Context: an optimization exercise on an open-source flow, tuned for small area, a short achievable clock period and few clock cycles per item. The choices shown serve that exercise and are no tape-out recipe.
The RTL was checked by simulation tests, not by an equivalence proof against the original design.
No activity file was given, so power comes from the tool's default toggle rates.

===== design/flow/config.mk =====
export PLATFORM = sky130hd
export DESIGN_NAME = linear_key_value_table
export DESIGN_NICKNAME = linear_key_value_table
export VERILOG_FILES = /design/flow/design.v
export SDC_FILE = /design/flow/constraint.sdc
export NUM_CORES = 4
export LEC_CHECK = 0
export CAP_MARGIN = 20
export CORE_MARGIN = 2
export CORE_UTILIZATION = 45
export CTS_CLUSTER_DIAMETER = 80
export CTS_CLUSTER_SIZE = 25
export PLACE_DENSITY = 0.65
export SETUP_SLACK_MARGIN = 2.7
export SLEW_MARGIN = 20

===== design/flow/constraint.sdc =====
create_clock -name core_clock -period 5.0 [get_ports {clk_i}]
set_input_delay 1.0000 -clock core_clock [delete_from_list [all_inputs] [get_ports {clk_i}]]
set_output_delay 1.0000 -clock core_clock [all_outputs]
set_load 0.01 [all_outputs]

===== design/flow/design.v =====
package lkvt_pkg;
  localparam int CAPACITY_DEF   = 32;
  localparam int KEY_BITS_DEF   = 16;
  localparam int VALUE_BITS_DEF = 32;
  localparam int KIND_W      = 2;
  localparam int STATUS_W    = 2;
  localparam int COUNT_OUT_W = 6;
  localparam logic [KIND_W-1:0] KIND_LOOKUP = 2'd0;
  localparam logic [KIND_W-1:0] KIND_INSERT = 2'd1;
  localparam logic [KIND_W-1:0] KIND_DELETE = 2'd2;
  localparam logic [STATUS_W-1:0] STAT_DONE      = 2'd0;
  localparam logic [STATUS_W-1:0] STAT_DUPLICATE = 2'd1;
  localparam logic [STATUS_W-1:0] STAT_FULL      = 2'd2;
  localparam logic [STATUS_W-1:0] STAT_ABSENT    = 2'd3;
  typedef struct packed {
    logic start;      
    logic scan_en;    
    logic rd_last;    
    logic wr_ins;     
    logic wr_del;     
    logic out_load;   
  } lkvt_cmd_t;
  typedef struct packed {
    logic scan_hit;    
    logic scan_miss;   
    logic is_insert;
    logic is_delete;
    logic tbl_full;
  } lkvt_sts_t;
endpackage
module linear_key_value_table
#(
  parameter int CAPACITY   = lkvt_pkg::CAPACITY_DEF,
  parameter int KEY_BITS   = lkvt_pkg::KEY_BITS_DEF,
  parameter int VALUE_BITS = lkvt_pkg::VALUE_BITS_DEF,
  localparam int IN_W  = ((KEY_BITS + VALUE_BITS + 7) / 8) * 8,
  localparam int RES_W = 1 + VALUE_BITS + lkvt_pkg::STATUS_W + lkvt_pkg::COUNT_OUT_W + 2,
  localparam int OUT_W = ((RES_W + 7) / 8) * 8
) (
  input  logic              clk_i,
  input  logic              rst_ni,
  input  logic              s_axis_tvalid,
  output logic              s_axis_tready,
  input  logic [IN_W-1:0]   s_axis_tdata,   
  input  logic [lkvt_pkg::KIND_W-1:0] s_axis_tuser,   
  output logic              m_axis_tvalid,
  input  logic              m_axis_tready,
  output logic [OUT_W-1:0]  m_axis_tdata    
);
  localparam int NR    = 4;                   
  localparam int RL    = CAPACITY / NR;       
  localparam int NP    = 2;                   
  localparam int NQ    = NR * RL;             
  localparam int NS    = NQ + NP;             
  localparam int CNT_W = $clog2(CAPACITY + 1);
  localparam logic [CNT_W-1:0] CAP_CNT = CNT_W'(CAPACITY);
  localparam int W     = KEY_BITS + VALUE_BITS;
  logic [NQ-1:0]         rvld_q;
  logic [W-1:0]          rdat_q [NQ];
  logic [NP-1:0]         pvld_q;
  logic [W-1:0]          pdat_q [NP];
  logic [CNT_W-1:0]      count_q;
  logic [NS-1:0]         svld;
  logic [W-1:0]          sdat [NS];
  always_comb begin
    for (int j = 0; j < NQ; j++) begin
      svld[j] = rvld_q[j];
      sdat[j] = rdat_q[j];
    end
    for (int d = 0; d < NP; d++) begin
      svld[NQ+d] = pvld_q[d];
      sdat[NQ+d] = pdat_q[d];
    end
  end
  logic [NR-1:0]         dsel_q;
  logic [NP-1:0]         psrc_q, pgo_q, ptgt;
  logic [W-1:0]          ddat;
  always_comb begin
    ddat = '0;
    for (int d = 0; d < NP; d++) begin
      ddat = ddat | (pdat_q[d] & {W{psrc_q[d]}});
    end
  end
  always_comb begin
    logic seen;
    seen = 1'b0;
    for (int d = 0; d < NP; d++) begin
      ptgt[d] = (!pvld_q[d] || pgo_q[d]) && !seen;
      seen    = seen || !pvld_q[d] || pgo_q[d];
    end
  end
  logic                          b_v, b_hit;    
  logic [NR:0]                   b_g;           
  logic                          b_sins, b_sdel;
  logic [lkvt_pkg::KIND_W-1:0]   b_kind;
  logic [KEY_BITS-1:0]           b_key;
  logic [VALUE_BITS-1:0]         b_val;
  logic [NS-1:0]                 b_m;
  logic                          r_v, s_v, take, stall;
  logic [RES_W-1:0]              r_q, s_q;
  logic                          rdy_q;
  assign stall = r_v && s_v;
  logic                  ex, b_ins, b_del, b_lu;
  logic                  full, empty, c_31, c_1;
  logic                  ins_ok, del_ok, full_n, empty_n;
  logic [CNT_W-1:0]      count_p1, count_m1, count_n;
  logic [NS-1:0]         clr;
  logic [VALUE_BITS-1:0] rd_val;
  logic                  dvld;
  assign ex    = b_v && !stall;
  assign b_ins = (b_kind == lkvt_pkg::KIND_INSERT);
  assign b_del = (b_kind == lkvt_pkg::KIND_DELETE);
  assign b_lu  = !b_ins && !b_del;
  assign full     = (count_q == CAP_CNT);
  assign empty    = (count_q == '0);
  assign c_31     = (count_q == CAP_CNT - 1);
  assign c_1      = (count_q == CNT_W'(1));
  assign count_p1 = count_q + CNT_W'(1);
  assign count_m1 = count_q - CNT_W'(1);
  assign b_hit    = b_sins || (!b_sdel && (|b_g));
  assign ins_ok   = ex && b_ins && !b_hit && !full;
  assign del_ok   = ex && b_del && b_hit;
  assign count_n  = ins_ok ? count_p1 : (del_ok ? count_m1 : count_q);
  assign full_n   = ins_ok ? c_31 : (full && !del_ok);
  assign empty_n  = del_ok ? c_1 : (empty && !ins_ok);
  assign clr = del_ok ? b_m : '0;
  always_comb begin
    rd_val = '0;
    for (int j = 0; j < NS; j++) begin
      rd_val = rd_val | (sdat[j][W-1:KEY_BITS] & {VALUE_BITS{b_m[j]}});
    end
  end
  always_comb begin
    dvld = 1'b0;
    for (int d = 0; d < NP; d++) begin
      dvld = dvld | (psrc_q[d] && !clr[NQ+d]);
    end
  end
  logic [NQ-1:0]         rvld_n;
  logic [NP-1:0]         pvld_n;
  always_comb begin
    for (int r = 0; r < NR; r++) begin
      for (int i = 1; i < RL; i++) begin
        rvld_n[r*RL+i] = rvld_q[r*RL+i-1] && !clr[r*RL+i-1];
      end
      if (dsel_q[r]) begin
        rvld_n[r*RL] = dvld;
      end else begin
        rvld_n[r*RL] = rvld_q[r*RL+RL-1] && !clr[r*RL+RL-1];
      end
    end
    for (int d = 0; d < NP; d++) begin
      pvld_n[d] = (pvld_q[d] && !pgo_q[d] && !clr[NQ+d]) || (ins_ok && ptgt[d]);
    end
  end
  always_ff @(posedge clk_i or negedge rst_ni) begin
    if (!rst_ni) begin
      rvld_q  <= '0;
      pvld_q  <= '0;
      count_q <= '0;
    end else begin
      rvld_q  <= rvld_n;
      pvld_q  <= pvld_n;
      count_q <= count_n;
    end
  end
  always_ff @(posedge clk_i) begin
    for (int r = 0; r < NR; r++) begin
      for (int i = 1; i < RL; i++) begin
        rdat_q[r*RL+i] <= rdat_q[r*RL+i-1];
      end
      rdat_q[r*RL] <= dsel_q[r] ? ddat : rdat_q[r*RL+RL-1];
    end
    for (int d = 0; d < NP; d++) begin
      if (ex && b_ins && ptgt[d]) begin
        pdat_q[d] <= {b_val, b_key};
      end
    end
  end
  logic                          acc, same;
  logic [KEY_BITS-1:0]           key;
  logic [NS-1:0]                 m1, m_rot, b_m_n;
  assign acc = s_axis_tvalid && rdy_q;
  assign key = s_axis_tdata[KEY_BITS-1:0];
  always_comb begin
    for (int j = 0; j < NS; j++) begin
      m1[j] = svld[j] && (sdat[j][KEY_BITS-1:0] == key);
    end
  end
  assign same = b_v && (b_key == key);
  always_comb begin
    logic [NS-1:0] m;
    m = stall ? b_m : m1;
    for (int r = 0; r < NR; r++) begin
      for (int i = 1; i < RL; i++) begin
        m_rot[r*RL+i] = m[r*RL+i-1];
      end
      m_rot[r*RL] = dsel_q[r] ? |(m[NS-1:NQ] & psrc_q) : m[r*RL+RL-1];
    end
    for (int d = 0; d < NP; d++) begin
      m_rot[NQ+d] = m[NQ+d] && !pgo_q[d];
    end
  end
  always_comb begin
    b_m_n = m_rot;
    if (!stall && same && ins_ok) begin
      b_m_n = {ptgt, {NQ{1'b0}}};
    end else if (!stall && same && del_ok) begin
      b_m_n = '0;
    end
  end
  always_ff @(posedge clk_i or negedge rst_ni) begin
    if (!rst_ni) begin
      b_v <= 1'b0;
    end else if (!stall) begin
      b_v <= acc;
    end
  end
  logic [NR:0]                   g_n;
  always_comb begin
    for (int r = 0; r < NR; r++) begin
      g_n[r] = |m1[r*RL +: RL];
    end
    g_n[NR] = |m1[NS-1:NQ];
  end
  always_ff @(posedge clk_i) begin
    b_m <= b_m_n;
    if (!stall) begin
      b_g    <= g_n;
      b_sins <= same && ins_ok;
      b_sdel <= same && del_ok;
      b_kind <= s_axis_tuser;
      b_key  <= key;
      b_val  <= s_axis_tdata[KEY_BITS+VALUE_BITS-1:KEY_BITS];
    end
  end
  logic [lkvt_pkg::STATUS_W-1:0] stat;
  logic [RES_W-1:0]              res_n;
  logic                          r_v_d, s_v_d;
  always_comb begin
    if (b_ins) begin
      stat = b_hit ? lkvt_pkg::STAT_DUPLICATE : (full ? lkvt_pkg::STAT_FULL : lkvt_pkg::STAT_DONE);
    end else begin
      stat = b_hit ? lkvt_pkg::STAT_DONE : lkvt_pkg::STAT_ABSENT;
    end
  end
  assign res_n = {empty_n, full_n, lkvt_pkg::COUNT_OUT_W'(count_n),
                  stat, (b_lu ? rd_val : '0), b_hit};
  assign take  = r_v && m_axis_tready;
  assign r_v_d = (r_v && !take) || s_v || ex;
  assign s_v_d = s_v ? !take : (ex && r_v && !take);
  logic                  stall_n, bv_n, bins_n, bdel_n, drn_n, drn_nn;
  logic                  p_any, p_all, q_ins, q_del;
  assign bv_n   = stall ? b_v : acc;
  assign bins_n = stall ? b_ins : (s_axis_tuser == lkvt_pkg::KIND_INSERT);
  assign bdel_n = stall ? b_del : (s_axis_tuser == lkvt_pkg::KIND_DELETE);
  assign q_ins  = bv_n && bins_n && !full_n;
  assign q_del  = bv_n && bdel_n;
  logic [NR-1:0]         rtgt_n;
  logic [NP-1:0]         psrc_n;
  always_comb begin
    logic rf, rf2;
    rf  = 1'b0;
    rf2 = 1'b0;
    for (int r = 0; r < NR; r++) begin
      rtgt_n[r] = !rvld_n[r*RL + RL-1] && !rf;
      rf        = rf  || !rvld_n[r*RL + RL-1];
      rf2       = rf2 || !rvld_n[r*RL + RL-2];
    end
    p_any = 1'b0;
    for (int d = 0; d < NP; d++) begin
      psrc_n[d] = pvld_n[d] && !p_any;
      p_any     = p_any || pvld_n[d];
    end
    p_all  = &pvld_n;
    drn_n  = p_any && rf;
    drn_nn = rf2;
  end
  always_ff @(posedge clk_i or negedge rst_ni) begin
    if (!rst_ni) begin
      dsel_q  <= '0;
      psrc_q  <= '0;
      pgo_q   <= '0;
    end else begin
      dsel_q  <= drn_n ? rtgt_n : '0;
      psrc_q  <= psrc_n;
      pgo_q   <= drn_n ? psrc_n : '0;
    end
  end
  assign stall_n = r_v_d && s_v_d;
  always_ff @(posedge clk_i or negedge rst_ni) begin
    if (!rst_ni) begin
      r_v   <= 1'b0;
      s_v   <= 1'b0;
      rdy_q <= 1'b0;
    end else begin
      r_v   <= r_v_d;
      s_v   <= s_v_d;
      rdy_q <= !stall_n && (drn_nn || (full_n && !q_del) ||
                            (p_all ? (drn_n && !q_ins) : (!p_any || drn_n || !q_ins)));
    end
  end
  always_ff @(posedge clk_i) begin
    if (!r_v || take) begin
      r_q <= s_v ? s_q : res_n;
    end
    if (!s_v) begin
      s_q <= res_n;
    end
  end
  assign s_axis_tready = rdy_q;
  assign m_axis_tvalid = r_v;
  assign m_axis_tdata  = OUT_W'(r_q);
endmodule

===== design/flow/run.sh =====
#!/bin/bash
# synth_recipe.tcl (not shown) runs the flow's synth.tcl, then flattens the netlist and writes it again
# the make line also repeats each setting of config.mk as NAME=value (left out here)
make -C /OpenROAD-flow-scripts/flow DESIGN_CONFIG=/design/flow/config.mk WORK_HOME=/design/flow/orfs CLKGATE_MAP_FILE= SYNTH_SCRIPT=/design/flow/synth_recipe.tcl finish

==> results.cfg, run 1 <==
[detailed_routing]
drtPass1Iterations = 5
drc_errors = 0
wl_per_cell_um = 28.78
viasPerCell = 5.898
wl_mm = 177.3
vias = 36350
ant_nets = 0
drt_iter0_markers = 4268

[floorplan]
die_area_mm2 = 0.1277
die_x_um = 357.4
start_util = 0.4539
core_area_mm2 = 0.1238
core.rowCount = 129
die_h_um = 357.4
io_pins = 104

[sta]
finalMaxSlewViolations = 0
relSlewSlack = 0.2624
fin_worst_skew_ps = 37.57
hold_ws_ps = 333.3
hold_viol_final = 0
fmax_mhz = 359.5
rsz0062_at_grt = true
fin_crit_sh = 0.5564
setup_slack_ps = 2218
setup_viol = 0
tightest_slew_ps = 1106
post-route-min-period_ps = 2782
finalSetupTns_ps = 0

[global_route]
grt_use_met1 = 0.3611
top_usage_layer = met2
grtUsageTotal = 0.2672
antenna_found_initial = 2
grt_overflow = 0
grtUsageMet3 = 0.04378
grt_max_degree = 77
grt_first_pass_wirelength_mm = 248.7
met2_usage = 0.4319
grt_pass1_vias = 35560

[clock_network]
hold_buffers = 0
clock-sinks = 1860
clkTransAtPathRegs_ps = 100
numCtsBuffers = 86
htreeDepth = 3
root_buffer = clkbuf_16
clkLatencyLatePin_ps = 720
cts_buffer_depth = 3
cts_tree = done

[worst_setup_path]
path_class = register to register
cpMostUsedCell = buf_6
critPathBufInv = 3
cpPeakStageDelay_ps = 600
critPathSlowestCell = or4_4
path_max_fanout = 3
startpoint_type = register
rr_worst_depth = 10
required_ps = 5580
rr_endpoint = rdy_q$_DFF_PN0_
cp.depth = 10
path_cells = or4_4 > o31a_4 > buf_4 > buf_6 > buf_6 > a31o_4 > o21a_1 > maj3_2 > o21bai_4 > a21oi_2
end_kind = register
reg2reg_slack_ps = 2220
cp.arrival_ps = 3360
cpLargestDelayFamily = compound AO/OA/AOI/OAI gates
r2r-start = b_g[3]$_DFFE_PN_

[worst_hold_path]
hold_class = register to register
worstHoldPathCells = 0
hp-start = rdat_q[0][18]$_DFF_P_
hold_path_end = rdat_q[1][18]$_DFF_P_

[outcome]
status = complete, no violations

[final_layout]
layout-drive-gt1-share = 0.1229
post-route-util = 0.5125
instances_no_fill = 6163
final_nets = 4527
fillers = 10550
area_growth_pct = 12.92

[power_and_ir_drop]
p_seq_frac = 0.620
comb_power_share = 0.142
vdd_drop_max_mv = 0.2665
power_frac_clock = 0.238
p_leak_nw = 22.96
power_density_mw_per_mm2 = 540.0
internal-power_w = 0.02423
power.switching_w = 0.01003
swShare = 0.2926

[logic_synthesis]
syn_inst = 4393
synth-edff-count = 196
yosys_warnings = 4
yosys_most_used_dff = dfxtp_1
ys_seq_area_frac = 0.7022
async_flop_share = 0.02742
synth_seq_cells = 1860
netlist_area_mm2 = 0.05619
avgSynthCellArea_um2 = 12.79
synth.distinct_cells = 59

[job]
drv_cap = 0

[place]
portBuffers = 98
place_ws_ps = 1452
gp_congestion = 0.9089
hpwl_mm = 110.1
place_inst = 5945
metrics by stage:
stage / power [W] / cell area [µm²]
finish: 0.03426 / 63440
global route: 0.03542 / 63440
CTS: 0.03394 / 62540
detailed placement: 0.02568 / 59210
global placement: 0.02563 / 59190
floorplan: 0.02329 / 57210
registers in the layout (all words and copies together), names as in the netlist, 16 cells and up:
signal / cells
b_val: 32
r_q: 43
s_q: 43
b_key: 16
pdat_q: 96
rvld_q: 32
b_m: 34
rdat_q: 1536
cells in the mapped netlist, types with 75 or more instances:
cell type | number | share of area
xor2_1 | 123 | 0.019
nand2_1 | 149 | 0.010
nand4_1 | 170 | 0.019
a22o_1 | 194 | 0.030
a221oi_1 | 192 | 0.030
a22oi_1 | 209 | 0.028
a21oi_1 | 231 | 0.021
clkbuf_1 | 205 | 0.014
xnor2_1 | 443 | 0.069
dfxtp_1 | 1613 | 0.57
nor2_1 | 209 | 0.014
edfxtp_1 | 196 | 0.10
nor4_1 | 75 | 0.0084
timing repair:
item,in CTS,in global routing
gates resized for setup,331,147
pin swaps,20,25
setup buffers,37,29
setup endpoints to repair,311,153
cloned,4,2
layout by cell type (no fill, tap or decap), types with 29 or more instances in the layout:
| cell type | count |
|---|---|
| a21oi_1 | 200 |
| a21oi_2 | 31 |
| a221oi_1 | 190 |
| a22o_1 | 193 |
| a22oi_1 | 208 |
| buf_2 | 55 |
| buf_4 | 92 |
| buf_6 | 56 |
| clkbuf_1 | 41 |
| clkbuf_16 | 91 |
| clkdlybuf4s50_1 | 36 |
| dfrtp_1 | 44 |
| dfxtp_1 | 1579 |
| dfxtp_4 | 29 |
| edfxtp_1 | 196 |
| nand2_1 | 148 |
| nand3_1 | 51 |
| nand4_1 | 170 |
| nor2_1 | 202 |
| nor4_1 | 45 |
| nor4_2 | 29 |
| o21ai_0 | 31 |
| xnor2_1 | 424 |
| xor2_1 | 122 |
layout make-up:
| class | instances | area, µm² | area share |
|---|---|---|---|
| diodes | 2 | 5.005 | 0.00007888 |
| clock buffers | 130 | 2381 | 0.03753 |
| clock inverters | 14 | 190.2 | 0.002998 |
| inverters | 13 | 53.80 | 0.0008480 |
| multi-input cells | 2236 | 16570 | 0.2612 |
| flip-flops and latches | 1860 | 39590 | 0.6240 |
| well taps | 1637 | 2048 | 0.03228 |
| repair buffers | 271 | 2605 | 0.04106 |
power by group through the flow:
stage	registers, W	clock network, W	logic [W]
2_1_floorplan	0.0206	0	0.00273
3_3_place_gp	0.0214	0	0.00421
3_5_place_dp	0.0215	0	0.00423
4_1_cts	0.0211	0.00821	0.00459
5_1_grt	0.0215	0.00875	0.00513
6_report	0.0212	0.00816	0.00486
how the worst max path moves through the flow:
stage	start	endpoint	slack, ps
6_report	b_g[3]$_DFFE_PN_	rdy_q$_DFF_PN0_	2220
5_1_grt	b_g[3]$_DFFE_PN_	dsel_q[3]$_DFF_PN0_	2150
4_1_cts	b_g[1]$_DFFE_PN_	rdy_q$_DFF_PN0_	2290
3_5_place_dp	s_axis_tdata[5]	b_m[24]$_SDFF_PP0_	1450
3_3_place_gp	s_axis_tdata[5]	b_m[24]$_SDFF_PP0_	1490
2_1_floorplan	b_g[1]$_DFFE_PN_	r_q[36]$_DFFE_PN_	2550
layer usage:
metal | vias up | part of all wire
li1 | 15860 | -
met1 | 18210 | 0.41
met2 | 1894 | 0.46
met3 | 392 | 0.087
met4 | 0 | 0.043
met5 | - | 0
logic make-up after synthesis:
family | after synthesis | share of synthesized area
buffers and inverters | 303 | 0.02180
XOR/XNOR | 566 | 0.08823
multiplexers | 9 | 0.001737
flip-flops | 1860 | 0.7022
other | 1 | 0.00006674
AND/OR/NAND/NOR | 692 | 0.06044
AO/OA/AOI/OAI | 956 | 0.1242
adder cells (fa/ha/maj) | 6 | 0.001314
Testbench counts, summed over its fixed seeds: cycles 12,172, items 12,000.
==> run 2: changes to the inputs <==
--- a/design/flow/config.mk
+++ b/design/flow/config.mk
@@ -13,3 +13,3 @@
 export PLACE_DENSITY = 0.65
-export SETUP_SLACK_MARGIN = 2.7
+export SETUP_SLACK_MARGIN = 2.5
 export SLEW_MARGIN = 20
==> results.cfg, run 2 <==
[job]
drv_cap = 0

[sta]
fin_worst_skew_ps = 44.77
finalMaxSlewViolations = 0
fmax_mhz = 369.2
tightest_slew_ps = 1179
finalSetupTns_ps = 0
hold_viol_final = 0
relSlewSlack = 0.2139
post-route-min-period_ps = 2709
fin_crit_sh = 0.5418
setup_viol = 0
rsz0062_at_grt = true

[floorplan]
die_area_mm2 = 0.1277
core.rowCount = 129
core_area_mm2 = 0.1238
die_h_um = 357.4
io_pins = 104
start_util = 0.4539
die_x_um = 357.4

[detailed_routing]
viasPerCell = 5.877
ant_nets = 0
drtPass1Iterations = 7
wl_mm = 172.6
wl_per_cell_um = 28.26
drt_iter0_markers = 4005
vias = 35900
drc_errors = 0

[clock_network]
numCtsBuffers = 85
root_buffer = clkbuf_16
cts_buffer_depth = 3
cts_tree = done
clkLatencyLatePin_ps = 710
clkTransAtPathRegs_ps = 100
hold_buffers = 0
clock-sinks = 1860
htreeDepth = 3

[global_route]
antenna_found_initial = 6
grt_max_degree = 70
grt_pass1_vias = 35720
grt_overflow = 0
grtUsageTotal = 0.2640
grt_first_pass_wirelength_mm = 246.4

[logic_synthesis]
yosys_most_used_dff = dfxtp_1
synth-edff-count = 196
synthSimpleGateAreaFrac = 0.06044
yosys-top-cells-area = dfxtp_1 (57%), edfxtp_1 (10%), xnor2_1 (6.9%), a22o_1 (3.0%), a221oi_1 (3.0%)
netlist_area_mm2 = 0.05619
yosysTopAreaCellShare = 0.5747
synth-compound-area-share = 0.1242
synthXorXnorAreaFrac = 0.08823
synth_seq_cells = 1860
synth-adder-area-share = 0.001314
avgSynthCellArea_um2 = 12.79
synth.largest_area_cell = dfxtp_1
synth_mux_area_frac = 0.001737
async_flop_share = 0.02742
yosys_warnings = 4
synthTopCellsByCount = dfxtp_1 (1613), xnor2_1 (443), a21oi_1 (231)
synth.distinct_cells = 59
synth_top_family_by_area = compound AO/OA/AOI/OAI gates
ys_seq_area_frac = 0.7022
syn_inst = 4393
synth_most_common_cell = dfxtp_1

[final_layout]
final_nets = 4475
top_register = rdat_q
register_area_mm2 = 0.03956
fillers = 10640
layout-drive-gt1-share = 0.08055
multi_input_area_mm2 = 0.01595
final_cell_mix = dfxtp_1 (1579), xnor2_1 (442), a21oi_1 (226)
post-route-util = 0.5020
reg_top3 = rdat_q (1536), pdat_q (96)
largest_register_ffs = 1536
final_common_cell = dfxtp_1
instances_no_fill = 6108
area_growth_pct = 10.60

[worst_setup_path]
required_ps = 5590
cp.arrival_ps = 3290
reg2reg_slack_ps = 2290
end_kind = register
path_class = register to register
path_max_fanout = 6
startpoint_type = register

[power_and_ir_drop]
power_density_mw_per_mm2 = 542.9
vdd_drop_max_mv = 0.2948
p_leak_nw = 22.49

[outcome]
status = complete, no violations

[place]
portBuffers = 98
place_inst = 5938
hpwl_mm = 107.4
gp_congestion = 0.8798

[worst_hold_path]
hold_class = register to register
-- run 2: cell counts after synthesis --
Identical to the previous run, type by type.
-- run 2: stage by stage --
stage | power, W | instance area (µm²) | worst slack [ps] | hold WS [ps]
after floorplan | 0.02321 | 56460 | 2500 | 330.8
after global placement | 0.02558 | 58860 | 1541 | 332.3
after detailed placement | 0.02562 | 58880 | 1482 | 335.4
after CTS | 0.03357 | 61800 | 2335 | 317.2
after global routing | 0.03489 | 62140 | 2288 | 331.1
final | 0.03374 | 62140 | 2291 | 321.9
-- run 2: layout make-up --
type                            count  area share
Multi-Input combinational cell   2235      0.2567
Clock buffer                      132     0.03775
Tap cell                         1637     0.03296
Inverter                           13   0.0008657
Timing Repair Buffer              221     0.03276
Clock inverter                      8    0.002295
Sequential cell                  1860      0.6366
Antenna cell                        2  0.00008053
-- run 2: per-layer routing --
| metal | GRT usage | vias up | wire (µm) |
|---|---|---|---|
| met2 | 0.4258 | 1847 | 79300 |
| met4 | 0.1110 | 2 | 7584 |
| li1 | - | 15720 | - |
| met1 | 0.3551 | 17930 | 71650 |
| met5 | 0 | - | 20 |
| met3 | 0.03980 | 405 | 14080 |
-- run 2: worst max-delay path, stage by stage, from the launching register on --
cell      delay [ps]
edfxtp_1         470
or4_4            560
o31a_4           320
or3_4            450
o21a_1           250
maj3_2           330
o21bai_4         120
a21oi_2           70
-- run 2: cells by family (layout without fill, tap and decap cells) --
| kind of cell | Yosys count | count (layout) |
|---|---|---|
| xor+xnor | 566 | 566 |
| buf+inv | 303 | 374 |
| compound gates | 956 | 956 |
| simple gates | 692 | 693 |
| other cells | 1 | 7 |
| fa+ha+maj | 6 | 6 |
| mux | 9 | 9 |
| flops | 1860 | 1860 |
-- run 2: final timing paths --
check | from | to | cells past startpoint
max reg2reg | b_g[1]$_DFFE_PN_ | rdy_q$_DFF_PN0_ | 7
max in group asynchronous | rst_ni | dsel_q[1]$_DFF_PN0_ | 2
max | b_g[1]$_DFFE_PN_ | rdy_q$_DFF_PN0_ | 7
min reg2reg | rdat_q[22][22]$_DFF_P_ | rdat_q[23][22]$_DFF_P_ | 0
min in group asynchronous | rst_ni | count_q[2]$_DFF_PN0_ | 2
min | rdat_q[22][22]$_DFF_P_ | rdat_q[23][22]$_DFF_P_ | 0
-- run 2: what timing repair did --
item | CTS | global route
pin swaps | 11 | 11
gates resized for setup | 129 | 66
gates cloned | 2 | 0
setup endpoints to repair | 277 | 87
setup buffers | 18 | 8
-- run 2: report_power, final --
part / internal [W] / switching, W
logic: 0.00180 / 0.00267
clock network: 0.00331 / 0.00467
registers: 0.0188 / 0.00245
==> run 3: changes to the inputs <==
--- a/design/flow/design.v
+++ b/design/flow/design.v
@@ -251,4 +251,6 @@
   assign s_v_d = s_v ? !take : (ex && r_v && !take);
-  logic                  stall_n, bv_n, bins_n, bdel_n, drn_n, drn_nn;
-  logic                  p_any, p_all, q_ins, q_del;
+  logic                  stall_n, bv_n, bins_n, bdel_n;
+  logic [1:0]            rdy_h, drn_h;
+  logic [NR-1:0]         dsel_h [2];
+  logic [NP-1:0]         psrc_h [2], pgo_h [2];
   assign bv_n   = stall ? b_v : acc;
@@ -256,23 +258,38 @@
   assign bdel_n = stall ? b_del : (s_axis_tuser == lkvt_pkg::KIND_DELETE);
-  assign q_ins  = bv_n && bins_n && !full_n;
-  assign q_del  = bv_n && bdel_n;
-  logic [NR-1:0]         rtgt_n;
-  logic [NP-1:0]         psrc_n;
   always_comb begin
-    logic rf, rf2;
-    rf  = 1'b0;
-    rf2 = 1'b0;
-    for (int r = 0; r < NR; r++) begin
-      rtgt_n[r] = !rvld_n[r*RL + RL-1] && !rf;
-      rf        = rf  || !rvld_n[r*RL + RL-1];
-      rf2       = rf2 || !rvld_n[r*RL + RL-2];
+    for (int h = 0; h < 2; h++) begin
+      logic          ins_h, del_h, full_h, rf, rf2, p_any, p_all, q_ins, q_del;
+      logic [NS-1:0] clr_h;
+      logic [NP-1:0] pv;
+      logic [NR-1:0] rt;
+      logic [NP-1:0] ps;
+      ins_h = (h == 0) && ex && b_ins && !full;
+      del_h = (h == 1) && ex && b_del;
+      clr_h = del_h ? b_m : '0;
+      full_h = ins_h ? c_31 : (full && !del_h);
+      for (int d = 0; d < NP; d++) begin
+        pv[d] = (pvld_q[d] && !pgo_q[d] && !clr_h[NQ+d]) || (ins_h && ptgt[d]);
+      end
+      rf  = 1'b0;
+      rf2 = 1'b0;
+      for (int r = 0; r < NR; r++) begin
+        rt[r] = !(rvld_q[r*RL + RL-2] && !clr_h[r*RL + RL-2]) && !rf;
+        rf    = rf  || !(rvld_q[r*RL + RL-2] && !clr_h[r*RL + RL-2]);
+        rf2   = rf2 || !(rvld_q[r*RL + RL-3] && !clr_h[r*RL + RL-3]);
+      end
+      p_any = 1'b0;
+      for (int d = 0; d < NP; d++) begin
+        ps[d] = pv[d] && !p_any;
+        p_any = p_any || pv[d];
+      end
+      p_all = &pv;
+      drn_h[h]  = p_any && rf;
+      dsel_h[h] = (p_any && rf) ? rt : '0;
+      psrc_h[h] = ps;
+      pgo_h[h]  = (p_any && rf) ? ps : '0;
+      q_ins = bv_n && bins_n && !full_h;
+      q_del = bv_n && bdel_n;
+      rdy_h[h] = rf2 || (full_h && !q_del) ||
+                 (p_all ? ((p_any && rf) && !q_ins) : (!p_any || (p_any && rf) || !q_ins));
     end
-    p_any = 1'b0;
-    for (int d = 0; d < NP; d++) begin
-      psrc_n[d] = pvld_n[d] && !p_any;
-      p_any     = p_any || pvld_n[d];
-    end
-    p_all  = &pvld_n;
-    drn_n  = p_any && rf;
-    drn_nn = rf2;
   end
@@ -284,5 +301,5 @@
     end else begin
-      dsel_q  <= drn_n ? rtgt_n : '0;
-      psrc_q  <= psrc_n;
-      pgo_q   <= drn_n ? psrc_n : '0;
+      dsel_q  <= b_hit ? dsel_h[1] : dsel_h[0];
+      psrc_q  <= b_hit ? psrc_h[1] : psrc_h[0];
+      pgo_q   <= b_hit ? pgo_h[1]  : pgo_h[0];
     end
@@ -298,4 +315,3 @@
       s_v   <= s_v_d;
-      rdy_q <= !stall_n && (drn_nn || (full_n && !q_del) ||
-                            (p_all ? (drn_n && !q_ins) : (!p_any || drn_n || !q_ins)));
+      rdy_q <= !stall_n && (b_hit ? rdy_h[1] : rdy_h[0]);
     end
--- a/design/flow/config.mk
+++ b/design/flow/config.mk
@@ -13,3 +13,3 @@
 export PLACE_DENSITY = 0.65
-export SETUP_SLACK_MARGIN = 2.5
+export SETUP_SLACK_MARGIN = 2.6
 export SLEW_MARGIN = 20
==> results.cfg, run 3 <==
[detailed_routing]
vias = 36700
drt_iter0_markers = 4503
drc_errors = 0
ant_nets = 0
wl_per_cell_um = 28.16
drtPass1Iterations = 8
wl_mm = 174.1
viasPerCell = 5.934

[global_route]
grt_use_met1 = 0.3527
grt_pass1_vias = 36420
top_usage_layer = met2
met2_usage = 0.4199
grt_max_degree = 78
grtUsageTotal = 0.2602
grt_first_pass_wirelength_mm = 250.1
grtUsageMet3 = 0.04319
grt_overflow = 0
antenna_found_initial = 3

[worst_setup_path]
r2r-start = b_m[8]$_SDFF_PP0_
path_max_fanout = 17
rr_endpoint = r_q[30]$_DFFE_PN_
required_ps = 5450
cp.arrival_ps = 2870
critPathCapture = r_q[30]$_DFFE_PN_
rr_worst_depth = 6
reg2reg_slack_ps = 2580
startpoint_type = register
path_class = register to register
worstSetupStartpoint = b_m[8]$_SDFF_PP0_
end_kind = register

[sta]
setup_viol = 0
fin_worst_skew_ps = 50.30
setup_slack_ps = 2576
relSlewSlack = 0.2060
hold_viol_final = 0
fin_crit_sh = 0.4847
tightest_slew_ps = 1191
fmax_mhz = 412.6
finalSetupTns_ps = 0
post-route-min-period_ps = 2424
finalMaxSlewViolations = 0
rsz0062_at_grt = false

[logic_synthesis]
yosys_warnings = 7
yosysTopAreaCellShare = 0.5665
async_flop_share = 0.02794
avgSynthCellArea_um2 = 12.77
synth_seq_cells = 1861
synth.distinct_cells = 67
yosys-top-cells-area = dfxtp_1 (57%), edfxtp_1 (10%), xnor2_1 (8.6%), a221oi_1 (3.0%), a22o_1 (3.0%)
synth-edff-count = 196
synthTopCellsByCount = dfxtp_1 (1613), xnor2_1 (560), nor2_1 (222)
yosys_most_used_dff = dfxtp_1
synth.largest_area_cell = dfxtp_1
synth_most_common_cell = dfxtp_1
netlist_area_mm2 = 0.05700
ys_seq_area_frac = 0.6926
syn_inst = 4464

[place]
gp_congestion = 0.8950
place_ws_ps = 1522
portBuffers = 98
hpwl_mm = 108.7

[final_layout]
largest_register_ffs = 1536
final_nets = 4533
diodes = 0
top_register = rdat_q
fillers = 10830
final_common_cell = dfxtp_1
area_growth_pct = 10.42
final_cell_mix = dfxtp_1 (1579), xnor2_1 (557), nor2_1 (221)
reg_top3 = rdat_q (1536), pdat_q (96)
layout-drive-gt1-share = 0.08467

[clock_network]
clkLatencyLatePin_ps = 730
cts_buffer_depth = 3
htreeDepth = 3
cts_tree = done
clkTransAtPathRegs_ps = 100
clock-sinks = 1861
numCtsBuffers = 87
root_buffer = clkbuf_16

[floorplan]
core.rowCount = 130
core_area_mm2 = 0.1257
die_h_um = 359.9
start_util = 0.4533
die_x_um = 359.9
io_pins = 104
die_area_mm2 = 0.1295

[power_and_ir_drop]
p_leak_nw = 22.05
power_density_mw_per_mm2 = 482.6
vdd_drop_max_mv = 0.2703

[worst_hold_path]
hold_class = input port to asynchronous set/reset pin

[job]
drv_cap = 0

[outcome]
status = complete, no violations
==> run 3: cell count changes after synthesis, sizes merged, moves of 16 or more <==
cell	previous run	this run
a21oi	231	208
nand3	53	88
and2	2	22
nor4	75	40
xor2	123	3
a32oi	1	17
xnor2	443	560
nand2	149	104
o31ai	36	68
==> run 3: worst max-delay path, stage by stage (launching register included) <==
cell,delay (ps)
dfxtp_2,530
buf_6,300
a22o_1,250
a221oi_1,270
nand4_1,190
o31ai_4,420
o21ai_0,170
==> run 3: per-stage QoR <==
stage	area, µm²	hold WS [ps]	total power, W	std cells	utilization
6_report	62940	49.47	0.03037	6185	0.5006
5_1_grt	62940	22.82	0.03136	6185	0.5006
4_1_cts	62610	17.20	0.03028	6175	0.4980
3_5_place_dp	59650	336.1	0.02229	6017	0.4745
3_3_place_gp	59650	333.1	0.02226	6017	0.4745
2_1_floorplan	57240	330.8	0.02058	4468	-
==> run 3: report_power, final <==
part	total [W]	switching, W	leakage (nW)	internal (W)
logic	0.00333	0.00206	5.06	0.00126
registers	0.0188	0.00151	15.7	0.0173
clock network	0.00821	0.00480	1.25	0.00341
total	0.0304	0.00837	22.0	0.0220
==> run 3: worst min-delay path by stage <==
stage	slack, ps	start	end
global placement	330	rdat_q[1][35]$_DFF_P_	rdat_q[2][35]$_DFF_P_
CTS	20	rst_ni	r_v$_DFF_PN0_
detailed placement	340	rdat_q[16][38]$_DFF_P_	rdat_q[17][38]$_DFF_P_
finish	50	rst_ni	r_v$_DFF_PN0_
global route	20	rst_ni	r_v$_DFF_PN0_
floorplan	330	rdat_q[11][47]$_DFF_P_	rdat_q[12][47]$_DFF_P_
==> run 3: routing by layer <==
metal | vias up | part of all wire
met1 | 18320 | 0.42
li1 | 16050 | -
met3 | 390 | 0.085
met2 | 1942 | 0.46
met5 | - | 0.000075
met4 | 2 | 0.036
==> run 3: what timing repair did <==
action,4_1_cts,5_1_grt
gates resized for setup,154,65
pin swaps,2,2
setup buffers,8,10
hold buffers,0,0
endpoints found under the setup margin,208,114
==> run 3: cells by family after synthesis <==
kind of cell / synth area share
muxes: 0.0009000
and+or+nand+nor: 0.06122
buffers and inverters: 0.02257
adders and majority gates: 0.001471
DFF: 0.6926
xor gates and xnor gates: 0.08651
other: 0.00006579
AOI/OAI and AO/OA: 0.1347
==> run 3: cell type report <==
type	count	area, µm²	share of cell area
multi-input combinational	2298	16670	0.2648
sequential	1861	39610	0.6293
tap	1650	2064	0.03280
timing repair buffer	211	1917	0.03046
clock buffer	134	2385	0.03789
clock inverter	16	232.7	0.003698
inverter	15	63.81	0.001014
Testbench counts of run 3, summed over its fixed seeds: cycles 12,172, items 12,000.
==> run 4: changes to the inputs <==
--- a/design/flow/design.v
+++ b/design/flow/design.v
@@ -122,6 +122,9 @@
   assign del_ok   = ex && b_del && b_hit;
-  assign count_n  = ins_ok ? count_p1 : (del_ok ? count_m1 : count_q);
-  assign full_n   = ins_ok ? c_31 : (full && !del_ok);
-  assign empty_n  = del_ok ? c_1 : (empty && !ins_ok);
-  assign clr = del_ok ? b_m : '0;
+  logic                  ins_m, del_m;
+  assign ins_m    = ex && b_ins && !full;
+  assign del_m    = ex && b_del;
+  assign count_n  = b_hit ? (del_m ? count_m1 : count_q) : (ins_m ? count_p1 : count_q);
+  assign full_n   = b_hit ? (full && !del_m) : (ins_m ? c_31 : full);
+  assign empty_n  = b_hit ? (del_m ? c_1 : empty) : (empty && !ins_m);
+  assign clr = (ex && b_del) ? b_m : '0;
   always_comb begin
@@ -152,3 +155,4 @@
     for (int d = 0; d < NP; d++) begin
-      pvld_n[d] = (pvld_q[d] && !pgo_q[d] && !clr[NQ+d]) || (ins_ok && ptgt[d]);
+      pvld_n[d] = (pvld_q[d] && !pgo_q[d] && !clr[NQ+d]) ||
+                  (!b_hit && ex && b_ins && !full && ptgt[d]);
     end
@@ -267,3 +271,3 @@
       del_h = (h == 1) && ex && b_del;
-      clr_h = del_h ? b_m : '0;
+      clr_h = clr;
       full_h = ins_h ? c_31 : (full && !del_h);
==> results.cfg, run 4 <==
[outcome]
status = complete, no violations

[global_route]
grt_first_pass_wirelength_mm = 249.8
grt_overflow = 0
grt_max_degree = 72
grt_pass1_vias = 35990
antenna_found_initial = 5
grtUsageTotal = 0.2676

[detailed_routing]
viasPerCell = 5.903
wl_mm = 178.1
wl_per_cell_um = 28.83
drtPass1Iterations = 5
drt_iter0_markers = 4869
vias = 36470
ant_nets = 0
drc_errors = 0

[final_layout]
top_register = rdat_q
diodes = 0
post-route-util = 0.5023
multi_input_area_mm2 = 0.01628
layout-drive-gt1-share = 0.08812
fillers = 10830
final_area_mm2 = 0.06283
final_common_cell = dfxtp_1
reg_top3 = rdat_q (1536), pdat_q (96)
final_nets = 4529
register_area_mm2 = 0.03961
area_growth_pct = 11.20
final_cell_mix = dfxtp_1 (1579), xnor2_1 (364), a21oi_1 (222)
largest_register_ffs = 1536

[logic_synthesis]
async_flop_share = 0.02794
ys_seq_area_frac = 0.6988
synthTopCellsByCount = dfxtp_1 (1613), xnor2_1 (364), a21oi_1 (232)
synth_mux_area_frac = 0.001373
synth-adder-area-share = 0.001462
synth_top_family_by_area = compound AO/OA/AOI/OAI gates
synth.largest_area_cell = dfxtp_1
synthXorXnorAreaFrac = 0.08774
syn_inst = 4433
netlist_area_mm2 = 0.05650
synth-compound-area-share = 0.1263
synth-edff-count = 196
yosysTopAreaCellShare = 0.5716
yosys_most_used_dff = dfxtp_1
avgSynthCellArea_um2 = 12.74
synthSimpleGateAreaFrac = 0.06161
synth_most_common_cell = dfxtp_1
synth_seq_cells = 1861
synth.distinct_cells = 64
yosys-top-cells-area = dfxtp_1 (57%), edfxtp_1 (10%), xnor2_1 (5.6%), xor2_1 (3.1%), a22o_1 (3.0%)
yosys_warnings = 7

[worst_setup_path]
path_max_fanout = 19
end_kind = register
startpoint_type = register
path_cells = buf_4 > a22o_1 > a221oi_1 > nand4_1 > o31ai_1 > o21ai_1
cpPeakStageDelay_ps = 520
required_ps = 5400
critPathSlowestCell = dfxtp_4
path_class = register to register
cp.arrival_ps = 2800

[sta]
tightest_slew_ps = 1184
fin_worst_skew_ps = 39.68
setup_viol = 0
finalMaxSlewViolations = 0
hold_viol_final = 0
finalSetupTns_ps = 0
fin_crit_sh = 0.4797
relSlewSlack = 0.2110
setup_slack_ps = 2601
fmax_mhz = 416.9
post-route-min-period_ps = 2399
rsz0062_at_grt = true

[floorplan]
core_area_mm2 = 0.1251
die_area_mm2 = 0.1284
die_h_um = 358.3
io_pins = 104
die_x_um = 358.3
start_util = 0.4517
core.rowCount = 130

[place]
hpwl_mm = 110.8
dpl_cell_area_mm2 = 0.05928
portBuffers = 98
gp_congestion = 0.9239
place_ws_ps = 1104

[clock_network]
clkTransAtPathRegs_ps = 110
cts_tree = done
clock-sinks = 1861
numCtsBuffers = 86
root_buffer = clkbuf_16
clkLatencyLatePin_ps = 740
htreeDepth = 3
cts_buffer_depth = 3

[power_and_ir_drop]
vdd_drop_max_mv = 0.3078
p_leak_nw = 22.89
power_w = 0.03435
power_density_mw_per_mm2 = 546.7

[worst_hold_path]
hold_class = register to register

[job]
drv_cap = 0
## run 4: changes by cell type in the layout (fill, tap and decap cells not counted), sizes merged, moves of 7 or more
cell    previous run  this run
xor2               3       202
nand3             88        43
xnor2            560       364
buf              133       155
nor4              40        90
nand2            104       169
and2              22         7
a32oi             17         0
o31ai             68        36
o211ai             8         1
a21oi            208       232
o21ai             45        53
nand4            183       159
nor2             222       215
## run 4: timing repair
action	in CTS	in global routing
endpoints found under the setup margin	280	78
buffers inserted	14	18
resized for setup	187	63
pin swaps	5	7
hold buffers	0	0
cloned	2	1
## run 4: kinds of logic after synthesis
kind of cell               count (synthesis)
muxes                                      7
DFF                                     1861
xor gates and xnor gates                 566
other                                      1
AOI/OAI and AO/OA                        975
buffers and inverters                    301
adders and majority gates                  7
and+or+nand+nor                          715
## run 4: where the power goes
part / switching, W / leakage (nW) / internal, W
Sequential: 0.00243 / 15.8 / 0.0187
Combinational: 0.00311 / 5.81 / 0.00189
Clock: 0.00480 / 1.25 / 0.00342
Total: 0.0103 / 22.9 / 0.0240
## run 4: final cells by class
cell class | count | share of cell area
multi-input cells | 2277 | 0.2592
repair buffers | 233 | 0.03503
clock inverters | 14 | 0.003684
clock buffers | 132 | 0.03784
flip-flops and latches | 1861 | 0.6305
inverters | 11 | 0.0009161
well taps | 1650 | 0.03286
## run 4: worst paths after layout
path	cells past startpoint	to	start	slack, ps
setup / recovery	6	r_q[32]$_DFFE_PN_	b_m[16]$_SDFF_PP0_	2600
hold reg to reg	0	rdat_q[14][24]$_DFF_P_	rdat_q[13][24]$_DFF_P_	320
min in group asynchronous	2	rvld_q[10]$_DFF_PN0_	rst_ni	430
max in group asynchronous	2	dsel_q[0]$_DFF_PN0_	rst_ni	3950
setup reg to reg	6	r_q[32]$_DFFE_PN_	b_m[16]$_SDFF_PP0_	2600
hold / removal	0	rdat_q[14][24]$_DFF_P_	rdat_q[13][24]$_DFF_P_	320
## run 4: metal layers
layer	up-vias	GRT usage	wire length, µm
met3	404	0.04000	15790
met2	1967	0.4234	79960
li1	15900	-	-
met5	-	0	13
met4	2	0.1008	7376
met1	18200	0.3717	74960
## run 4: stage by stage
step | cells | hold WS (ps)
global placement | 5994 | 332.6
detailed placement | 5997 | 336.4
floorplan | 4437 | 330.8
finish | 6178 | 323.7
CTS | 6159 | 330.3
global route | 6178 | 335.9
## run 4: worst max-delay path: cells and delay by family (launching register included)
family | cells | cell delay [ps]
AO/OA/AOI/OAI | 4 | 1070
buffers and inverters | 1 | 300
flip-flops | 1 | 520
AND/OR/NAND/NOR | 1 | 160
Testbench counts of run 4, summed over its fixed seeds: cycles 12,172, items 12,000.
==> run 5: changes to the inputs <==
--- a/design/flow/design.v
+++ b/design/flow/design.v
@@ -98,6 +98,7 @@
   logic [NS-1:0]                 b_m;
-  logic                          r_v, s_v, take, stall;
-  logic [RES_W-1:0]              r_q, s_q;
+  logic                          r_v, take, stall;
+  logic [RES_W-1:0]              r_q;
   logic                          rdy_q;
-  assign stall = r_v && s_v;
+  assign take  = r_v && m_axis_tready;
+  assign stall = b_v && r_v && !m_axis_tready;
   logic                  ex, b_ins, b_del, b_lu;
@@ -186,3 +187,3 @@
   logic [NS-1:0]                 m1, m_rot, b_m_n;
-  assign acc = s_axis_tvalid && rdy_q;
+  assign acc = s_axis_tvalid && s_axis_tready;
   assign key = s_axis_tdata[KEY_BITS-1:0];
@@ -242,3 +243,3 @@
   logic [RES_W-1:0]              res_n;
-  logic                          r_v_d, s_v_d;
+  logic                          r_v_d;
   always_comb begin
@@ -252,6 +253,4 @@
                   stat, (b_lu ? rd_val : '0), b_hit};
-  assign take  = r_v && m_axis_tready;
-  assign r_v_d = (r_v && !take) || s_v || ex;
-  assign s_v_d = s_v ? !take : (ex && r_v && !take);
-  logic                  stall_n, bv_n, bins_n, bdel_n;
+  assign r_v_d = (r_v && !take) || ex;
+  logic                  bv_n, bins_n, bdel_n;
   logic [1:0]            rdy_h, drn_h;
@@ -310,3 +309,2 @@
   end
-  assign stall_n = r_v_d && s_v_d;
   always_ff @(posedge clk_i or negedge rst_ni) begin
@@ -314,3 +312,2 @@
       r_v   <= 1'b0;
-      s_v   <= 1'b0;
       rdy_q <= 1'b0;
@@ -318,4 +315,3 @@
       r_v   <= r_v_d;
-      s_v   <= s_v_d;
-      rdy_q <= !stall_n && (b_hit ? rdy_h[1] : rdy_h[0]);
+      rdy_q <= b_hit ? rdy_h[1] : rdy_h[0];
     end
@@ -323,10 +319,7 @@
   always_ff @(posedge clk_i) begin
-    if (!r_v || take) begin
-      r_q <= s_v ? s_q : res_n;
-    end
-    if (!s_v) begin
-      s_q <= res_n;
+    if (ex) begin
+      r_q <= res_n;
     end
   end
-  assign s_axis_tready = rdy_q;
+  assign s_axis_tready = rdy_q && (!b_v || !r_v || m_axis_tready);
   assign m_axis_tvalid = r_v;
==> results.cfg, run 5 <==
[detailed_routing]
ant_nets = 0
wl_per_cell_um = 27.81
drtPass1Iterations = 5
drt_iter0_markers = 4025
wl_mm = 165.9
drc_errors = 0
viasPerCell = 5.825
vias = 34750

[final_layout]
largest_register_ffs = 1536
final_nets = 4341
final_cell_mix = dfxtp_1 (1536), xnor2_1 (391), a21oi_1 (232)
layout-drive-gt1-share = 0.07767
reg_top3 = rdat_q (1536), pdat_q (96), r_q (43)
area_growth_pct = 9.691
final_common_cell = dfxtp_1
top_register = rdat_q
final_area_mm2 = 0.06061

[clock_network]
numCtsBuffers = 83
clkTransAtPathRegs_ps = 100
clock-sinks = 1817
htreeDepth = 3
cts_buffer_depth = 3
cts_tree = done
clkLatencyLatePin_ps = 710
root_buffer = clkbuf_16

[logic_synthesis]
yosys-top-cells-area = dfxtp_1 (57%), edfxtp_1 (11%), xnor2_1 (6.2%), a221oi_1 (3.0%), a22o_1 (3.0%)
async_flop_share = 0.02807
yosysTopAreaCellShare = 0.5688
synth_most_common_cell = dfxtp_1
syn_inst = 4267
yosys_most_used_dff = dfxtp_1
synthTopCellsByCount = dfxtp_1 (1570), xnor2_1 (391), a21oi_1 (232)
synth.distinct_cells = 65
synth-edff-count = 196
synth_seq_cells = 1817
yosys_warnings = 7
ys_seq_area_frac = 0.6984
netlist_area_mm2 = 0.05526
synth.largest_area_cell = dfxtp_1
avgSynthCellArea_um2 = 12.95

[floorplan]
core_area_mm2 = 0.1219
start_util = 0.4534
die_x_um = 354.4
die_area_mm2 = 0.1256
die_h_um = 354.4
core.rowCount = 128
io_pins = 104

[global_route]
grt_max_degree = 77
grtUsageTotal = 0.2553
antenna_found_initial = 1
grt_overflow = 0
grt_first_pass_wirelength_mm = 235.1
grt_pass1_vias = 34400

[sta]
hold_viol_final = 0
finalSetupTns_ps = 0
fin_worst_skew_ps = 45.40
finalMaxSlewViolations = 0
fmax_mhz = 368.7
tightest_slew_ps = 1197
setup_viol = 0
post-route-min-period_ps = 2712
relSlewSlack = 0.2019
setup_slack_ps = 2288
rsz0062_at_grt = true
fin_crit_sh = 0.5424

[worst_setup_path]
r2r-start = psrc_q[0]$_DFF_PN0_
rr_endpoint = rdat_q[8][8]$_DFF_P_
rr_worst_depth = 3
reg2reg_slack_ps = 2590
cpPeakStageDelay_ps = 310
cp.arrival_ps = 1710
critPathSlowestCell = and3b_2
path_max_fanout = 2
worstSetupStartpoint = m_axis_tready
required_ps = 4000
cpMostUsedCell = buf_6
end_kind = output pin
path_class = input port to output pin
path_cells = buf_6 > and3b_2 > clkinv_8 > and2_4 > buf_6
startpoint_type = input port

[power_and_ir_drop]
vdd_drop_max_mv = 0.4562
power_density_mw_per_mm2 = 532.7
p_leak_nw = 22.00

[worst_hold_path]
hold_class = input port to asynchronous set/reset pin

[place]
dpl_cell_area_mm2 = 0.05764
place_ws_ps = 1116
hpwl_mm = 98.32
gp_congestion = 0.8802
portBuffers = 98

[outcome]
status = complete, no violations

[job]
drv_cap = 0
==> run 5: logic make-up (layout without fill, tap and decap cells) <==
logic type | after synthesis | in the layout | share of synthesized area
xor+xnor | 566 | 566 | 0.08971
flops | 1817 | 1817 | 0.6984
compound gates | 926 | 927 | 0.1251
simple gates | 656 | 656 | 0.05987
other cells | 1 | 6 | 0.00006787
mux | 4 | 4 | 0.0007246
buf+inv | 291 | 358 | 0.02477
fa+ha+maj | 6 | 6 | 0.001313
==> run 5: how the worst max path moves through the flow <==
| stage | endpoint | depth (start not counted) | slack, ps |
|---|---|---|---|
| final | s_axis_tready | 5 | 2290 |
| after global routing | s_axis_tready | 5 | 2280 |
| after CTS | s_axis_tready | 5 | 2270 |
| after detailed placement | s_axis_tready | 5 | 1120 |
| after global placement | s_axis_tready | 5 | 1140 |
| after floorplan | s_axis_tready | 5 | 2180 |
==> run 5: stage by stage <==
stage	total power, W	cells	hold WS [ps]	util
global route	0.03344	5964	180.3	0.4973
finish	0.03229	5965	181.2	0.4973
floorplan	0.02255	4271	331.1	-
global placement	0.02451	5796	333.0	0.4729
CTS	0.03219	5951	151.0	0.4949
detailed placement	0.02458	5797	335.9	0.4730
==> run 5: power breakdown <==
group / switching (W) / internal [W] / total (W)
clock network: 0.00457 / 0.00326 / 0.00784
registers: 0.00238 / 0.0183 / 0.0206
logic: 0.00216 / 0.00166 / 0.00381
==> run 5: critical path, delay by kind of cell <==
family / cells / cell delay [ps]
simple gates: 2 / 440
buf+inv: 3 / 270
==> run 5: timing repair <==
action | 4_1_cts | 5_1_grt
setup endpoints to repair | 227 | 121
cloned | 2 | 0
setup buffers | 10 | 13
pin swaps | 3 | 7
gates resized for setup | 165 | 46
hold buffers | 0 | 0
==> run 5: area by class of cell <==
cell class	instances	area (µm²)
Fill cell	10570	61270
Sequential cell	1817	38660
Clock inverter	10	147.6
Antenna cell	1	2.502
Clock buffer	132	2315
Multi-Input combinational cell	2164	15540
Inverter	9	46.29
Timing Repair inverter	1	8.758
Timing Repair Buffer	206	1856
Tap cell	1625	2033
==> run 5: layer usage <==
layer,vias up,share of wire,GRT usage
met4,2,0.037,0.09288
met2,1850,0.46,0.4126
met1,17190,0.41,0.3431
met3,377,0.088,0.04704
li1,15320,-,-
met5,-,0.00010,0
Testbench counts of run 5, summed over its fixed seeds: cycles 12,172, items 12,000.
==> run 6: changes to the inputs <==
--- a/design/flow/design.v
+++ b/design/flow/design.v
@@ -100,3 +100,3 @@
   logic [RES_W-1:0]              r_q;
-  logic                          rdy_q;
+  logic                          rdy_q, rdyb_q;
   assign take  = r_v && m_axis_tready;
@@ -311,7 +311,9 @@
     if (!rst_ni) begin
-      r_v   <= 1'b0;
-      rdy_q <= 1'b0;
+      r_v    <= 1'b0;
+      rdy_q  <= 1'b0;
+      rdyb_q <= 1'b0;
     end else begin
-      r_v   <= r_v_d;
-      rdy_q <= b_hit ? rdy_h[1] : rdy_h[0];
+      r_v    <= r_v_d;
+      rdy_q  <= b_hit ? rdy_h[1] : rdy_h[0];
+      rdyb_q <= (b_hit ? rdy_h[1] : rdy_h[0]) && !(bv_n && r_v_d);
     end
@@ -323,3 +325,3 @@
   end
-  assign s_axis_tready = rdy_q && (!b_v || !r_v || m_axis_tready);
+  assign s_axis_tready = rdyb_q || (rdy_q && m_axis_tready);
   assign m_axis_tvalid = r_v;
==> results.cfg, run 6 <==
[floorplan]
start_util = 0.4532
io_pins = 104
die_area_mm2 = 0.1254
core_area_mm2 = 0.1217
core.rowCount = 128
die_h_um = 354.1
die_x_um = 354.1

[detailed_routing]
vias = 35100
wl_per_cell_um = 27.98
ant_nets = 0
wl_mm = 166.7
drt_iter0_markers = 4644
viasPerCell = 5.889
drtPass1Iterations = 6
drc_errors = 0

[worst_setup_path]
cp.arrival_ps = 1600
path_max_fanout = 4
end_kind = output pin
path_cells = buf_6 > and2_4 > or2_4 > buf_6
critPathSlowestCell = or2_4
cpLargestDelayFamily = simple AND/OR/NAND/NOR gates
cpPeakStageDelay_ps = 230
critPathBufInv = 2
required_ps = 4000
cpMostUsedCell = buf_6
path_class = input port to output pin
startpoint_type = input port

[job]
drv_cap = 0

[clock_network]
clock-sinks = 1818
root_buffer = clkbuf_16
clkLatencyLatePin_ps = 720
cts_tree = done
clkTransAtPathRegs_ps = 100
numCtsBuffers = 84
hold_buffers = 0
cts_buffer_depth = 3
htreeDepth = 3

[logic_synthesis]
ys_seq_area_frac = 0.7001
synthXorXnorAreaFrac = 0.08988
synthSimpleGateAreaFrac = 0.06002
synth.largest_area_cell = dfxtp_1
synth.distinct_cells = 65
netlist_area_mm2 = 0.05516
synth_most_common_cell = dfxtp_1
synth-adder-area-share = 0.001316
yosys_warnings = 7
yosys_most_used_dff = dfxtp_1
synth_seq_cells = 1818
synthTopCellsByCount = dfxtp_1 (1570), xnor2_1 (383), a21oi_1 (231)
yosysTopAreaCellShare = 0.5698
synth-edff-count = 196
async_flop_share = 0.02860
synth-compound-area-share = 0.1256
avgSynthCellArea_um2 = 12.89
syn_inst = 4280
synth_mux_area_frac = 0.0007259
synth_top_family_by_area = compound AO/OA/AOI/OAI gates
yosys-top-cells-area = dfxtp_1 (57%), edfxtp_1 (11%), xnor2_1 (6.1%), a221oi_1 (3.0%), a22o_1 (3.0%)

[final_layout]
instances_no_fill = 5960
final_common_cell = dfxtp_1
largest_register_ffs = 1536
reg_top3 = rdat_q (1536), pdat_q (96), r_q (43)
register_area_mm2 = 0.03869
top_register = rdat_q
multi_input_area_mm2 = 0.01573
fillers = 10630
final_cell_mix = dfxtp_1 (1536), xnor2_1 (383), a22oi_1 (210)
area_growth_pct = 10.08
final_nets = 4332
layout-drive-gt1-share = 0.07983

[global_route]
grt_first_pass_wirelength_mm = 238.8
grtUsageTotal = 0.2584
grt_pass1_vias = 34620
grt_max_degree = 75
antenna_found_initial = 5
grt_overflow = 0

[sta]
post-route-min-period_ps = 2600
fin_crit_sh = 0.5199
fin_worst_skew_ps = 43.12
finalMaxSlewViolations = 0
setup_viol = 0
fmax_mhz = 384.7
rsz0062_at_grt = true
tightest_slew_ps = 1221
hold_viol_final = 0
finalSetupTns_ps = 0
relSlewSlack = 0.1863

[power_and_ir_drop]
vdd_drop_max_mv = 0.3506
p_leak_nw = 21.93
power_density_mw_per_mm2 = 524.8

[place]
hpwl_mm = 99.32
gp_congestion = 0.8605
place_inst = 5801
portBuffers = 98

[worst_hold_path]
hold_class = input port to asynchronous set/reset pin

[outcome]
status = complete, no violations
run 6: final timing paths:
check | slack [ps] | to | cells past startpoint | startpoint
setup / recovery | 2400 | s_axis_tready | 4 | m_axis_tready
hold / removal | 300 | rvld_q[2]$_DFF_PN0_ | 1 | rst_ni
setup reg to reg | 2550 | rdat_q[16][9]$_DFF_P_ | 4 | psrc_q[1]$_DFF_PN0_
hold reg to reg | 310 | rdat_q[14][42]$_DFF_P_ | 0 | rdat_q[13][42]$_DFF_P_
max in group asynchronous | 3850 | dsel_q[1]$_DFF_PN0_ | 2 | rst_ni
min in group core_clock | 310 | rdat_q[14][42]$_DFF_P_ | 0 | rdat_q[13][42]$_DFF_P_
run 6: layout make-up:
type,count,share of cell area
sequential,1818,0.6372
multi-input combinational,2176,0.2591
clock buffer,136,0.03817
tap,1625,0.03349
timing repair buffer,183,0.02825
clock inverter,11,0.003071
inverter,10,0.0007007
antenna,1,0.00004122
run 6: routing by layer:
layer / share of wire / global-route usage / up-vias
met5: 0 / 0 / -
met3: 0.083 / 0.03203 / 379
met1: 0.43 / 0.3650 / 17620
met4: 0.037 / 0.09271 / 0
li1: - / - / 15320
met2: 0.45 / 0.4093 / 1780
run 6: cell families (layout without fill, tap and decap cells):
logic type      after synthesis  count (layout)
compound gates              930             930
flops                      1818            1818
buf+inv                     290             340
fa+ha+maj                     6               6
other cells                   1               6
mux                           4               4
xor+xnor                    566             566
simple gates                665             665
run 6: worst reg2reg max path: cells and delay by family (launching register included):
kind	cells	cell delay, ps
flops	1	610
buf+inv	2	1030
compound gates	2	680
run 6: what timing repair did:
action                                 CTS  global route
gates cloned                             0             0
resized for setup                      157            58
endpoints found under the hold margin    0             0
setup endpoints to repair              125            50
pin swaps                                4             5
setup buffers                            8             3
run 6: per-stage QoR:
step / power, W / instance area [µm²] / utilization / hold WS (ps) / setup WS [ps]
after detailed placement: 0.02408 / 57840 / 0.4752 / 336.6 / 1090
after global placement: 0.02402 / 57830 / 0.4751 / 332.8 / 1092
after CTS: 0.03180 / 60530 / 0.4973 / 280.0 / 2358
final: 0.03186 / 60720 / 0.4988 / 298.4 / 2400
after floorplan: 0.02204 / 55610 / - / 331.1 / 2544
after global routing: 0.03300 / 60710 / 0.4988 / 317.2 / 2372
run 6: where the power goes:
part | internal, W | total (W) | switching, W
Combinational | 0.00153 | 0.00365 | 0.00212
Clock | 0.00328 | 0.00790 | 0.00462
Sequential | 0.0180 | 0.0203 | 0.00233
Total | 0.0228 | 0.0319 | 0.00908
Testbench counts of run 6, summed over its fixed seeds: cycles 12,172, items 12,000.
==> run 7: changes to the inputs <==
--- a/design/flow/config.mk
+++ b/design/flow/config.mk
@@ -13,3 +13,3 @@
 export PLACE_DENSITY = 0.65
-export SETUP_SLACK_MARGIN = 2.6
+export SETUP_SLACK_MARGIN = 2.75
 export SLEW_MARGIN = 20
==> results.cfg, run 7 <==
[worst_setup_path]
r2r-start = b_g[1]$_DFFE_PN_
critPathSlowestCell = or2_4
cpMostUsedCell = buf_6
startpoint_type = input port
path_cells = buf_6 > and2_4 > or2_4 > buf_6
path_class = input port to output pin
end_kind = output pin
cpPeakStageDelay_ps = 240
required_ps = 4000
rr_worst_depth = 7
rr_endpoint = b_m[8]$_SDFF_PP0_
reg2reg_slack_ps = 2720
path_max_fanout = 4
cp.arrival_ps = 1620

[floorplan]
core.rowCount = 128
start_util = 0.4532
io_pins = 104
die_area_mm2 = 0.1254
core_area_mm2 = 0.1217
die_h_um = 354.1
die_x_um = 354.1

[final_layout]
area_growth_pct = 11.64
final_cell_mix = dfxtp_1 (1536), xnor2_1 (382), a22oi_1 (211)
final_nets = 4394
diodes = 0
final_common_cell = dfxtp_1
top_register = rdat_q
largest_register_ffs = 1536
reg_top3 = rdat_q (1536), pdat_q (96), r_q (43)
layout-drive-gt1-share = 0.1030

[sta]
finalMaxSlewViolations = 0
relSlewSlack = 0.3159
hold_viol_final = 0
rsz0062_at_grt = true
fin_worst_skew_ps = 44.81
post-route-min-period_ps = 2619
setup_viol = 0
tightest_slew_ps = 1026
fin_crit_sh = 0.5239
fmax_mhz = 381.8
finalSetupTns_ps = 0

[detailed_routing]
wl_mm = 172.3
drc_errors = 0
drtPass1Iterations = 6
wl_per_cell_um = 28.66
vias = 35290
viasPerCell = 5.869
drt_iter0_markers = 4338
ant_nets = 0

[logic_synthesis]
yosys-top-cells-area = dfxtp_1 (57%), edfxtp_1 (11%), xnor2_1 (6.1%), a221oi_1 (3.0%), a22o_1 (3.0%)
yosys_most_used_dff = dfxtp_1
async_flop_share = 0.02860
yosysTopAreaCellShare = 0.5698
syn_inst = 4280
netlist_area_mm2 = 0.05516
yosys_warnings = 7
ys_seq_area_frac = 0.7001
synth_seq_cells = 1818
synth.distinct_cells = 65
synth-edff-count = 196
synth_most_common_cell = dfxtp_1
avgSynthCellArea_um2 = 12.89
synthTopCellsByCount = dfxtp_1 (1570), xnor2_1 (383), a21oi_1 (231)
synth.largest_area_cell = dfxtp_1

[global_route]
grtUsageTotal = 0.2626
grt_pass1_vias = 34440
antenna_found_initial = 1
grt_max_degree = 66
grt_first_pass_wirelength_mm = 242.0
grt_overflow = 0

[worst_hold_path]
hold_class = register to register
hp-start = rdat_q[6][21]$_DFF_P_
worstHoldPathCells = 0
hold_path_end = rdat_q[7][21]$_DFF_P_

[job]
drv_cap = 0

[clock_network]
cts_buffer_depth = 3
clkTransAtPathRegs_ps = 100
cts_tree = done
clkLatencyLatePin_ps = 720
numCtsBuffers = 84
root_buffer = clkbuf_16
htreeDepth = 3
clock-sinks = 1818

[power_and_ir_drop]
vdd_drop_max_mv = 0.3393
power_density_mw_per_mm2 = 517.9
power_w = 0.03189
p_leak_nw = 22.56

[place]
gp_congestion = 0.8827
hpwl_mm = 100.7
portBuffers = 98

[outcome]
status = complete, no violations
==> run 7: stage by stage <==
stage,hold WS [ps],area [µm²],util,std cells,worst slack [ps]
2_1_floorplan,331.1,55900,-,4284,2550
3_3_place_gp,332.8,57940,0.4760,5803,1347
3_5_place_dp,336.4,57940,0.4761,5804,1349
4_1_cts,330.6,60590,0.4978,5955,2374
5_1_grt,331.0,61580,0.5059,6013,2354
6_report,324.3,61580,0.5059,6013,2381
==> run 7: kinds of logic (layout without fill, tap and decap cells) <==
logic type | Yosys count | after routing | synth area share
AOI/OAI and AO/OA | 930 | 930 | 0.1256
xor gates and xnor gates | 566 | 566 | 0.08988
DFF | 1818 | 1818 | 0.7001
and+or+nand+nor | 665 | 665 | 0.06002
muxes | 4 | 4 | 0.0007259
other | 1 | 5 | 0.00006799
adders and majority gates | 6 | 6 | 0.001316
buffers and inverters | 290 | 394 | 0.02223
==> run 7: layout make-up <==
cell class	instances	area (µm²)
Sequential cell	1818	38700
Clock inverter	10	137.6
Fill cell	10520	60140
Timing Repair Buffer	245	2357
Tap cell	1625	2033
Multi-Input combinational cell	2176	16020
Clock buffer	129	2271
Inverter	10	63.81
==> run 7: repair_timing <==
item,4_1_cts,5_1_grt
gates cloned,0,9
pin swaps,8,13
setup buffers,12,49
setup endpoints to repair,234,102
hold buffers,0,0
gates resized for setup,257,77
==> run 7: worst max-delay path by stage <==
stage,cells after the start,end,start,slack [ps]
floorplan,7,b_m[16]$_SDFF_PP0_,s_axis_tdata[1],2550
global placement,8,b_m[8]$_SDFF_PP0_,s_axis_tdata[13],1350
detailed placement,8,b_m[8]$_SDFF_PP0_,s_axis_tdata[13],1350
CTS,3,s_axis_tready,rdy_q$_DFF_PN0_,2370
global route,3,s_axis_tready,rdy_q$_DFF_PN0_,2350
finish,4,s_axis_tready,m_axis_tready,2380
==> run 7: critical path, delay by kind of cell <==
| family | cells | cell delay [ps] |
|---|---|---|
| buffers and inverters | 2 | 220 |
| AND/OR/NAND/NOR | 2 | 390 |
==> run 7: power by group <==
| part | total (W) | switching [W] | internal (W) |
|---|---|---|---|
| Sequential | 0.0202 | 0.00224 | 0.0180 |
| Clock | 0.00781 | 0.00459 | 0.00322 |
| Combinational | 0.00387 | 0.00227 | 0.00160 |
| Total | 0.0319 | 0.00910 | 0.0228 |
==> run 7: layer usage <==
layer | vias up | GRT usage | routed length [µm]
met5 | - | 0 | 0
met4 | 0 | 0.08280 | 6333
met3 | 361 | 0.03707 | 14010
met2 | 1795 | 0.4292 | 80380
met1 | 17710 | 0.3610 | 71590
li1 | 15420 | - | -

==> what the ideal ports hide <==
How much do the figures lean on ideal ports? The routed layouts below were timed once more, with nothing changed but the port constraints.
Step 1, drivers: a clkbuf_16 drives clk_i and a buf_2 each remaining input, both assumed.
Step 2, shift: input delay + t, output delay - t, t = (earliest + latest rising clock arrival at the registers) / 2. This alone moves slack from input paths to output paths.
Three values: no drivers, after step 1, after step 2; two values: the first two.
run	t, ns	setup slack, ns	clock arrival spread, ns
run 1	0.778	2.218 / 2.218 / 1.718	0.041 / 0.041
run 2	0.766	2.291 / 2.291 / 1.882	0.053 / 0.053
run 3	0.774	2.576 / 2.564 / 1.939	0.052 / 0.051
run 4	0.786	2.601 / 2.575 / 1.821	0.048 / 0.049
run 5	0.772	2.288 / 2.239 / 1.918	0.051 / 0.051
run 6	0.760	2.400 / 2.346 / 1.913	0.064 / 0.064
run 7	0.774	2.381 / 2.316 / 1.996	0.047 / 0.047
After both steps setup and hold are still met in every run listed. For run 4, which loses most, drivers alone change the setup slack by -0.026 ns; drivers and shift together by -0.780 ns.
